Source: an optimization exercise on an open RTL-to-GDS flow (aim: small area and a short achievable clock period). Production flows keep margins and buffers that such runs may drop.
The RTL was checked by simulation tests, not by an equivalence proof against the original design.
Power and IR drop assume default switching activity.

==> onyx: inputs <==
==> flow/design.v <==
module i2c_eeprom_slave #(
    parameter logic [6:0]  DEV_ADDR  = 7'h50
) (
    input  logic       clk,
    input  logic       rst_n,
    input  logic       i2c_scl,
    input  logic       i2c_sda_in,
    output logic       i2c_sda_oe,
    output logic       busy,
    output logic       wr_valid,
    output logic [7:0] wr_addr,
    output logic [7:0] wr_data
);
    localparam int S_IDLE      = 0;
    localparam int S_DEV       = 1;
    localparam int S_DEV_ACK   = 2;
    localparam int S_WADDR     = 3;
    localparam int S_WADDR_ACK = 4;
    localparam int S_WDATA     = 5;
    localparam int S_WDATA_ACK = 6;
    localparam int S_RDATA     = 7;
    localparam int S_RACK      = 8;
    localparam int S_WAIT_STOP = 9;
    logic [9:0]    r_st;
    logic [9:0]    w_st_nxt;
    logic [1:0]    r_scl_sync;
    logic [1:0]    r_sda_sync;
    logic          r_rise;
    logic          r_fall;
    logic          r_start;
    logic          r_stop;
    logic [7:0]    r_shift;
    logic [3:0]    r_cnt;
    logic [7:0]    r_ptr;
    logic          r_ack;
    logic          r_sda_oe;
    logic          r_busy;
    logic          r_wr_valid;
    logic [7:0]    r_wr_addr;
    logic [7:0]    r_wr_data;
    logic          w_sda;
    logic          w_ss;
    logic          w_byte_done;
    logic          w_addr_match;
    logic [7:0]    w_shift_in;
    logic [7:0]    w_ptr_inc;
    logic          w_mem_we;
    logic          w_tx_load;
    logic          w_waddr_load;
    logic          w_in_rx;
    logic          w_oe_nxt;
    logic          w_busy_nxt;
    logic [3:0]    r_rot;
    logic [7:0]    r_pend_addr;
    logic [7:0]    r_pend_data;
    logic [7:0]    r_rd_buf;
    logic [127:0]  r_ring [16];
    logic [7:0]    w_ring_in [16];
    logic [7:0]    w_tap;
    logic          r_pend_ins;
    always_ff @(posedge clk or negedge rst_n) begin
        if (!rst_n) begin
            r_scl_sync <= '1;
            r_sda_sync <= '1;
            r_rise     <= 1'b0;
            r_fall     <= 1'b0;
            r_start    <= 1'b0;
            r_stop     <= 1'b0;
        end else begin
            r_scl_sync <= {r_scl_sync[0], i2c_scl};
            r_sda_sync <= {r_sda_sync[0], i2c_sda_in};
            r_rise     <= r_scl_sync[0] & ~r_scl_sync[1];
            r_fall     <= ~r_scl_sync[0] & r_scl_sync[1];
            r_start    <= r_scl_sync[0] & r_scl_sync[1] & r_sda_sync[1] & ~r_sda_sync[0];
            r_stop     <= r_scl_sync[0] & r_scl_sync[1] & ~r_sda_sync[1] & r_sda_sync[0];
        end
    end
    assign w_sda        = r_sda_sync[1];
    assign w_ss         = r_start | r_stop;
    assign w_byte_done  = (r_cnt == 4'd8);
    assign w_addr_match = (r_shift[7:1] == DEV_ADDR);
    assign w_shift_in   = {r_shift[6:0], w_sda};
    assign w_ptr_inc    = r_ptr + 8'd1;
    assign w_in_rx      = r_st[S_DEV] | r_st[S_WADDR] | r_st[S_WDATA];
    assign w_mem_we     = r_rise & r_st[S_WDATA] & (r_cnt == 4'd7);
    assign w_tx_load    = r_fall & ((r_st[S_DEV_ACK] & r_shift[0]) | (r_st[S_RACK] & ~r_ack));
    assign w_waddr_load = r_fall & r_st[S_WADDR] & w_byte_done;
    always_comb begin
        w_st_nxt = r_st;
        if (r_start) begin
            w_st_nxt = 10'b1 << S_DEV;
        end else if (r_stop) begin
            w_st_nxt = 10'b1 << S_IDLE;
        end else if (r_fall) begin
            w_st_nxt[S_DEV]       = r_st[S_DEV] & ~w_byte_done;
            w_st_nxt[S_DEV_ACK]   = r_st[S_DEV] & w_byte_done & w_addr_match;
            w_st_nxt[S_WAIT_STOP] = r_st[S_WAIT_STOP] | (r_st[S_DEV] & w_byte_done & ~w_addr_match)
                                    | (r_st[S_RACK] & r_ack);
            w_st_nxt[S_WADDR]     = (r_st[S_DEV_ACK] & ~r_shift[0]) | (r_st[S_WADDR] & ~w_byte_done);
            w_st_nxt[S_WADDR_ACK] = r_st[S_WADDR] & w_byte_done;
            w_st_nxt[S_WDATA]     = r_st[S_WADDR_ACK] | r_st[S_WDATA_ACK] | (r_st[S_WDATA] & ~w_byte_done);
            w_st_nxt[S_WDATA_ACK] = r_st[S_WDATA] & w_byte_done;
            w_st_nxt[S_RDATA]     = (r_st[S_DEV_ACK] & r_shift[0]) | (r_st[S_RDATA] & ~w_byte_done)
                                    | (r_st[S_RACK] & ~r_ack);
            w_st_nxt[S_RACK]      = r_st[S_RDATA] & w_byte_done;
        end
    end
    always_comb begin
        w_oe_nxt   = r_sda_oe;
        w_busy_nxt = r_busy;
        if (w_ss) begin
            w_oe_nxt = 1'b0;
            if (r_stop) w_busy_nxt = 1'b0;
        end else if (r_fall) begin
            if (w_tx_load)
                w_oe_nxt = ~r_rd_buf[7];
            else
                w_oe_nxt = (w_in_rx & w_byte_done & (w_addr_match | ~r_st[S_DEV]))
                         | (r_st[S_RDATA] & ~w_byte_done & ~r_shift[6]);
            if (r_st[S_DEV] & w_byte_done)
                w_busy_nxt = w_addr_match;
        end
    end
    always_ff @(posedge clk or negedge rst_n) begin
        if (!rst_n) begin
            r_st       <= 10'b1 << S_IDLE;
            r_ptr      <= '0;
            r_sda_oe   <= 1'b0;
            r_busy     <= 1'b0;
            r_wr_valid <= 1'b0;
            r_wr_addr  <= '0;
            r_wr_data  <= '0;
        end else begin
            r_st       <= w_st_nxt;
            r_sda_oe   <= w_oe_nxt;
            r_busy     <= w_busy_nxt;
            r_wr_valid <= w_mem_we;
            if (w_tx_load || w_mem_we)
                r_ptr <= w_ptr_inc;
            else if (w_waddr_load)
                r_ptr <= r_shift;
            if (w_mem_we) begin
                r_wr_addr <= r_ptr;
                r_wr_data <= w_shift_in;
            end
        end
    end
    always_ff @(posedge clk) begin
        if (w_ss) begin
            r_cnt <= '0;
        end else if (w_tx_load) begin
            r_shift <= r_rd_buf;
            r_cnt   <= '0;
        end else if (w_in_rx) begin
            if (r_rise && !w_byte_done) begin
                r_shift <= w_shift_in;
                r_cnt   <= r_cnt + 4'd1;
            end else if (r_fall && w_byte_done) begin
                r_cnt <= '0;
            end
        end else if (r_st[S_RDATA]) begin
            if (r_rise)
                r_cnt <= r_cnt + 4'd1;
            else if (r_fall && !w_byte_done)
                r_shift <= {r_shift[6:0], 1'b0};
        end
        if (r_st[S_RACK] && r_rise)
            r_ack <= w_sda;
    end
    always_ff @(posedge clk) begin
        r_rot <= r_rot + 4'd1;
    end
    always_ff @(posedge clk) begin
        r_pend_ins <= (r_rot + 4'd1 == (w_mem_we ? r_ptr[3:0] : r_pend_addr[3:0]));
    end
    for (genvar h = 0; h < 16; h++) begin : g_ring
        assign w_ring_in[h] = (r_pend_ins && r_pend_addr[7:4] == 4'(h)) ? r_pend_data : r_ring[h][7:0];
        always_ff @(posedge clk) begin
            r_ring[h] <= {w_ring_in[h], r_ring[h][127:8]};
        end
    end
    always_ff @(posedge clk) begin
        if (w_mem_we) begin
            r_pend_addr <= r_ptr;
            r_pend_data <= w_shift_in;
        end
    end
    assign w_tap = (r_pend_ins && r_pend_addr[7:4] == r_ptr[7:4]) ? r_pend_data
                                                                  : r_ring[r_ptr[7:4]][7:0];
    always_ff @(posedge clk) begin
        if (r_rot == r_ptr[3:0])
            r_rd_buf <= w_tap;
    end
    assign i2c_sda_oe = r_sda_oe;
    assign busy       = r_busy;
    assign wr_valid   = r_wr_valid;
    assign wr_addr    = r_wr_addr;
    assign wr_data    = r_wr_data;
endmodule
==> flow/flow/run.sh <==
#!/bin/bash
set -euo pipefail
export PRE_IO_PLACEMENT_TCL="$PWD/flow/io.tcl"
bash standard.sh finish > standard.log 2>&1
==> flow/flow/io.tcl <==
# Keep every signal pin except the clock to the middle of the right edge.
set die [ord::get_die_area]
set h [expr {[lindex $die 3] - [lindex $die 1]}]
set lo [expr {int($h / 2 - 50)}]
set hi [expr {int($h / 2 + 50)}]
set pins {}
foreach p [get_ports *] {
  set n [get_full_name $p]
  if {$n ni {clk VDD VSS}} { lappend pins $n }
}
puts "io.tcl: pins $pins on right:$lo-$hi"
set_io_pin_constraint -pin_names $pins -region right:$lo-$hi
==> flow/standard.sh <==
#!/bin/bash
# synth_recipe.tcl (not shown) runs the flow's synth.tcl, then flattens the netlist and writes it again
# the make line also repeats each setting of config.mk as NAME=value (left out here)
make -C /OpenROAD-flow-scripts/flow DESIGN_CONFIG=/design/flow/config.mk WORK_HOME=/design/flow/orfs CLKGATE_MAP_FILE= SYNTH_SCRIPT=/design/flow/synth_recipe.tcl "${@:-finish}"
==> flow/config.mk <==
export PLATFORM = sky130hd
export DESIGN_NAME = i2c_eeprom_slave
export DESIGN_NICKNAME = i2c_eeprom_slave
export VERILOG_FILES = /design/flow/design.v
export SDC_FILE = /design/flow/constraint.sdc
export NUM_CORES = 4
export LEC_CHECK = 0
export CAP_MARGIN = 20
export CORE_MARGIN = 2
export CORE_UTILIZATION = 40
export CTS_BUF_LIST = sky130_fd_sc_hd__clkbuf_16
export CTS_CLUSTER_DIAMETER = 90
export CTS_CLUSTER_SIZE = 32
export SETUP_SLACK_MARGIN = 2.45
export SLEW_MARGIN = 20
==> flow/constraint.sdc <==
create_clock -name core_clock -period 4.5 [get_ports {clk}]
set_input_delay 0.9000 -clock core_clock [delete_from_list [all_inputs] [get_ports {clk}]]
set_output_delay 0.9000 -clock core_clock [all_outputs]
set_load 0.01 [all_outputs]
==> cedar (differences from onyx) <==
--- a/flow/design.v
+++ b/flow/design.v
@@ -51,11 +51,11 @@
     logic          w_oe_nxt;
     logic          w_busy_nxt;
     logic [3:0]    r_rot;
+    logic          r_pend_v;
     logic [7:0]    r_pend_addr;
     logic [7:0]    r_pend_data;
     logic [7:0]    r_rd_buf;
     logic [127:0]  r_ring [16];
-    logic [7:0]    w_ring_in [16];
     logic [7:0]    w_tap;
     logic          r_pend_ins;
     always_ff @(posedge clk or negedge rst_n) begin
@@ -124,7 +124,10 @@
     always_ff @(posedge clk or negedge rst_n) begin
         if (!rst_n) begin
             r_st       <= 10'b1 << S_IDLE;
+            r_shift    <= '0;
+            r_cnt      <= '0;
             r_ptr      <= '0;
+            r_ack      <= 1'b1;
             r_sda_oe   <= 1'b0;
             r_busy     <= 1'b0;
             r_wr_valid <= 1'b0;
@@ -135,10 +138,30 @@
             r_sda_oe   <= w_oe_nxt;
             r_busy     <= w_busy_nxt;
             r_wr_valid <= w_mem_we;
+            if (w_ss) begin
+                r_cnt <= '0;
+            end else if (w_tx_load) begin
+                r_shift <= r_rd_buf;
+                r_cnt   <= '0;
+            end else if (w_in_rx) begin
+                if (r_rise && !w_byte_done) begin
+                    r_shift <= w_shift_in;
+                    r_cnt   <= r_cnt + 4'd1;
+                end else if (r_fall && w_byte_done) begin
+                    r_cnt <= '0;
+                end
+            end else if (r_st[S_RDATA]) begin
+                if (r_rise)
+                    r_cnt <= r_cnt + 4'd1;
+                else if (r_fall && !w_byte_done)
+                    r_shift <= {r_shift[6:0], 1'b0};
+            end
             if (w_tx_load || w_mem_we)
                 r_ptr <= w_ptr_inc;
             else if (w_waddr_load)
                 r_ptr <= r_shift;
+            if (r_st[S_RACK] && r_rise)
+                r_ack <= w_sda;
             if (w_mem_we) begin
                 r_wr_addr <= r_ptr;
                 r_wr_data <= w_shift_in;
@@ -146,49 +169,36 @@
         end
     end
     always_ff @(posedge clk) begin
-        if (w_ss) begin
-            r_cnt <= '0;
-        end else if (w_tx_load) begin
-            r_shift <= r_rd_buf;
-            r_cnt   <= '0;
-        end else if (w_in_rx) begin
-            if (r_rise && !w_byte_done) begin
-                r_shift <= w_shift_in;
-                r_cnt   <= r_cnt + 4'd1;
-            end else if (r_fall && w_byte_done) begin
-                r_cnt <= '0;
-            end
-        end else if (r_st[S_RDATA]) begin
-            if (r_rise)
-                r_cnt <= r_cnt + 4'd1;
-            else if (r_fall && !w_byte_done)
-                r_shift <= {r_shift[6:0], 1'b0};
-        end
-        if (r_st[S_RACK] && r_rise)
-            r_ack <= w_sda;
-    end
-    always_ff @(posedge clk) begin
         r_rot <= r_rot + 4'd1;
     end
     always_ff @(posedge clk) begin
-        r_pend_ins <= (r_rot + 4'd1 == (w_mem_we ? r_ptr[3:0] : r_pend_addr[3:0]));
+        if (w_mem_we)
+            r_pend_ins <= (r_rot + 4'd1 == r_ptr[3:0]);
+        else if (r_pend_ins)
+            r_pend_ins <= 1'b0;
+        else
+            r_pend_ins <= r_pend_v && (r_rot + 4'd1 == r_pend_addr[3:0]);
     end
     for (genvar h = 0; h < 16; h++) begin : g_ring
-        assign w_ring_in[h] = (r_pend_ins && r_pend_addr[7:4] == 4'(h)) ? r_pend_data : r_ring[h][7:0];
         always_ff @(posedge clk) begin
-            r_ring[h] <= {w_ring_in[h], r_ring[h][127:8]};
-        end
-    end
+            r_ring[h] <= {(r_pend_ins && r_pend_addr[7:4] == 4'(h)) ? r_pend_data : r_ring[h][7:0],
+                          r_ring[h][127:8]};
+        end
+    end
+    assign w_tap = r_ring[r_ptr[7:4]][7:0];
     always_ff @(posedge clk) begin
         if (w_mem_we) begin
+            r_pend_v    <= 1'b1;
             r_pend_addr <= r_ptr;
             r_pend_data <= w_shift_in;
-        end
-    end
-    assign w_tap = (r_pend_ins && r_pend_addr[7:4] == r_ptr[7:4]) ? r_pend_data
-                                                                  : r_ring[r_ptr[7:4]][7:0];
-    always_ff @(posedge clk) begin
-        if (r_rot == r_ptr[3:0])
+        end else if (r_pend_ins) begin
+            r_pend_v    <= 1'b0;
+        end
+    end
+    always_ff @(posedge clk) begin
+        if (r_pend_v && r_pend_addr == r_ptr)
+            r_rd_buf <= r_pend_data;
+        else if (r_rot == r_ptr[3:0])
             r_rd_buf <= w_tap;
     end
     assign i2c_sda_oe = r_sda_oe;
==> flow/run.sh (new file) <==
#!/bin/bash
# synth_recipe.tcl (not shown) runs the flow's synth.tcl, then flattens the netlist and writes it again
# the make line also repeats each setting of config.mk as NAME=value (left out here)
make -C /OpenROAD-flow-scripts/flow DESIGN_CONFIG=/design/flow/config.mk WORK_HOME=/design/flow/orfs CLKGATE_MAP_FILE= SYNTH_SCRIPT=/design/flow/synth_recipe.tcl finish
CORE_UTILIZATION = 65   (was 40)
CTS_CLUSTER_DIAMETER = 70   (was 90)
PLACE_DENSITY = 0.72   (was default)
SETUP_SLACK_MARGIN = 2.3   (was 2.45)
removed: flow/flow/run.sh
removed: flow/flow/io.tcl
removed: flow/standard.sh
==> ember (differences from onyx) <==
--- a/flow/design.v
+++ b/flow/design.v
@@ -51,11 +51,11 @@
     logic          w_oe_nxt;
     logic          w_busy_nxt;
     logic [3:0]    r_rot;
+    logic          r_pend_v;
     logic [7:0]    r_pend_addr;
     logic [7:0]    r_pend_data;
     logic [7:0]    r_rd_buf;
     logic [127:0]  r_ring [16];
-    logic [7:0]    w_ring_in [16];
     logic [7:0]    w_tap;
     logic          r_pend_ins;
     always_ff @(posedge clk or negedge rst_n) begin
@@ -124,7 +124,10 @@
     always_ff @(posedge clk or negedge rst_n) begin
         if (!rst_n) begin
             r_st       <= 10'b1 << S_IDLE;
+            r_shift    <= '0;
+            r_cnt      <= '0;
             r_ptr      <= '0;
+            r_ack      <= 1'b1;
             r_sda_oe   <= 1'b0;
             r_busy     <= 1'b0;
             r_wr_valid <= 1'b0;
@@ -135,10 +138,30 @@
             r_sda_oe   <= w_oe_nxt;
             r_busy     <= w_busy_nxt;
             r_wr_valid <= w_mem_we;
+            if (w_ss) begin
+                r_cnt <= '0;
+            end else if (w_tx_load) begin
+                r_shift <= r_rd_buf;
+                r_cnt   <= '0;
+            end else if (w_in_rx) begin
+                if (r_rise && !w_byte_done) begin
+                    r_shift <= w_shift_in;
+                    r_cnt   <= r_cnt + 4'd1;
+                end else if (r_fall && w_byte_done) begin
+                    r_cnt <= '0;
+                end
+            end else if (r_st[S_RDATA]) begin
+                if (r_rise)
+                    r_cnt <= r_cnt + 4'd1;
+                else if (r_fall && !w_byte_done)
+                    r_shift <= {r_shift[6:0], 1'b0};
+            end
             if (w_tx_load || w_mem_we)
                 r_ptr <= w_ptr_inc;
             else if (w_waddr_load)
                 r_ptr <= r_shift;
+            if (r_st[S_RACK] && r_rise)
+                r_ack <= w_sda;
             if (w_mem_we) begin
                 r_wr_addr <= r_ptr;
                 r_wr_data <= w_shift_in;
@@ -146,49 +169,36 @@
         end
     end
     always_ff @(posedge clk) begin
-        if (w_ss) begin
-            r_cnt <= '0;
-        end else if (w_tx_load) begin
-            r_shift <= r_rd_buf;
-            r_cnt   <= '0;
-        end else if (w_in_rx) begin
-            if (r_rise && !w_byte_done) begin
-                r_shift <= w_shift_in;
-                r_cnt   <= r_cnt + 4'd1;
-            end else if (r_fall && w_byte_done) begin
-                r_cnt <= '0;
-            end
-        end else if (r_st[S_RDATA]) begin
-            if (r_rise)
-                r_cnt <= r_cnt + 4'd1;
-            else if (r_fall && !w_byte_done)
-                r_shift <= {r_shift[6:0], 1'b0};
-        end
-        if (r_st[S_RACK] && r_rise)
-            r_ack <= w_sda;
-    end
-    always_ff @(posedge clk) begin
         r_rot <= r_rot + 4'd1;
     end
     always_ff @(posedge clk) begin
-        r_pend_ins <= (r_rot + 4'd1 == (w_mem_we ? r_ptr[3:0] : r_pend_addr[3:0]));
+        if (w_mem_we)
+            r_pend_ins <= (r_rot + 4'd1 == r_ptr[3:0]);
+        else if (r_pend_ins)
+            r_pend_ins <= 1'b0;
+        else
+            r_pend_ins <= r_pend_v && (r_rot + 4'd1 == r_pend_addr[3:0]);
     end
     for (genvar h = 0; h < 16; h++) begin : g_ring
-        assign w_ring_in[h] = (r_pend_ins && r_pend_addr[7:4] == 4'(h)) ? r_pend_data : r_ring[h][7:0];
         always_ff @(posedge clk) begin
-            r_ring[h] <= {w_ring_in[h], r_ring[h][127:8]};
-        end
-    end
+            r_ring[h] <= {(r_pend_ins && r_pend_addr[7:4] == 4'(h)) ? r_pend_data : r_ring[h][7:0],
+                          r_ring[h][127:8]};
+        end
+    end
+    assign w_tap = r_ring[r_ptr[7:4]][7:0];
     always_ff @(posedge clk) begin
         if (w_mem_we) begin
+            r_pend_v    <= 1'b1;
             r_pend_addr <= r_ptr;
             r_pend_data <= w_shift_in;
-        end
-    end
-    assign w_tap = (r_pend_ins && r_pend_addr[7:4] == r_ptr[7:4]) ? r_pend_data
-                                                                  : r_ring[r_ptr[7:4]][7:0];
-    always_ff @(posedge clk) begin
-        if (r_rot == r_ptr[3:0])
+        end else if (r_pend_ins) begin
+            r_pend_v    <= 1'b0;
+        end
+    end
+    always_ff @(posedge clk) begin
+        if (r_pend_v && r_pend_addr == r_ptr)
+            r_rd_buf <= r_pend_data;
+        else if (r_rot == r_ptr[3:0])
             r_rd_buf <= w_tap;
     end
     assign i2c_sda_oe = r_sda_oe;
==> flow/run.sh (new file) <==
#!/bin/bash
# synth_recipe.tcl (not shown) runs the flow's synth.tcl, then flattens the netlist and writes it again
# the make line also repeats each setting of config.mk as NAME=value (left out here)
make -C /OpenROAD-flow-scripts/flow DESIGN_CONFIG=/design/flow/config.mk WORK_HOME=/design/flow/orfs CLKGATE_MAP_FILE= SYNTH_SCRIPT=/design/flow/synth_recipe.tcl finish
CTS_CLUSTER_DIAMETER = 50   (was 90)
CTS_CLUSTER_SIZE = 28   (was 32)
SETUP_SLACK_MARGIN = 2.3   (was 2.45)
removed: flow/flow/run.sh
removed: flow/flow/io.tcl
removed: flow/standard.sh
==> harbor (differences from onyx) <==
==> flow/run.sh (new file) <==
#!/bin/bash
# synth_recipe.tcl (not shown) runs the flow's synth.tcl, then flattens the netlist and writes it again
# the make line also repeats each setting of config.mk as NAME=value (left out here)
make -C /OpenROAD-flow-scripts/flow DESIGN_CONFIG=/design/flow/config.mk WORK_HOME=/design/flow/orfs CLKGATE_MAP_FILE= SYNTH_SCRIPT=/design/flow/synth_recipe.tcl finish
CORE_UTILIZATION = 55   (was 40)
SETUP_SLACK_MARGIN = 2.3   (was 2.45)
removed: flow/flow/run.sh
removed: flow/flow/io.tcl
removed: flow/standard.sh
==> comparison table <==
Routed metal-1 wirelength: ember 38200 um; onyx 37300 um; cedar 40200 um; harbor 37400 um
Clock power share: ember 37.6%; onyx 30.4%; cedar 30.8%; harbor 30.5%
Fin crit share: ember 49.8%; onyx 50.0%; cedar 48.7%; harbor 49.2%
Worst-case hold slack: ember 0.302 ns; onyx 0.222 ns; cedar 0.141 ns; harbor 0.308 ns
Overall via count from detail_route: ember 18466; onyx 17972; cedar 18442; harbor 17982
Total clock network power: ember 11.5 mW; onyx 8.33 mW; cedar 8.55 mW; harbor 8.37 mW
Internal Dissipation: ember 24.3 mW; onyx 22.3 mW; cedar 22.3 mW; harbor 22.2 mW
Height of the chip: ember 349 um; onyx 349 um; cedar 274 um; harbor 298 um
Result of the run: ember no timing/DRC/antenna violations; onyx no timing/DRC/antenna violations; cedar no timing/DRC/antenna violations; harbor no timing/DRC/antenna violations
Total nets after synthesis: ember 2750; onyx 2724; cedar 2750; harbor 2724
Placer Congestion: ember 0.828; onyx 0.848; cedar 0.861; harbor 0.815
Setup slack of the most critical reg-to-reg path: ember 2.27 ns; onyx 2.25 ns; cedar 2.31 ns; harbor 2.28 ns
Antenna violations before repair: ember 2; onyx 7; cedar 7; harbor 6
Sequential logic power: ember 19.0 mW; onyx 19.0 mW; cedar 19.1 mW; harbor 19.0 mW
Register share of the cell area: ember 80.1%; onyx 82.7%; cedar 83.7%; harbor 84.0%
Avg Inst Size Synth: ember 17.3 um2; onyx 17.5 um2; cedar 17.3 um2; harbor 17.5 um2
Transition time of the tightest slew-check pin: ember 1.15 ns; onyx 0.575 ns; cedar 1.04 ns; harbor 1.05 ns
Count of placed standard cells including taps: ember 4277; onyx 4248; cedar 3699; harbor 3851
Fillers: ember 10054; onyx 10191; cedar 4338; harbor 6428
Synth Area in Adders: ember 0.105%; onyx 0.105%; cedar 0.105%; harbor 0.105%
Antenna diode count: ember 2; onyx 0; cedar 3; harbor 0
Yosys cell types: ember 68; onyx 73; cedar 68; harbor 73

==> what the ideal ports hide <==
The results above use ideal ports. As a check the final layouts listed here were re-extracted and re-timed, cells and wires unchanged.
Step 1, drivers: a clkbuf_16 drives clk and a buf_2 each remaining input, both assumed.
Step 2 also shifts input and output timing later by t, the mid clock arrival at the registers, as if the neighbouring blocks saw the same clock.
Slacks: ideal ports / drivers / drivers and shift; pairs: ideal ports / drivers.
| run | shift t [ns] | setup WS [ns] | worst register clock-pin slew, ns |
|---|---|---|---|
| onyx | 0.726 | 2.250 / 2.248 / 2.250 | 0.12 / 0.12 |
| cedar | 0.728 | 2.306 / 2.252 / 2.306 | 0.12 / 0.12 |
| ember | 0.762 | 2.261 / 2.188 / 2.273 | 0.10 / 0.10 |
| harbor | 0.715 | 2.285 / 2.260 / 2.285 | 0.12 / 0.12 |
After both steps setup and hold are still met in every run listed.
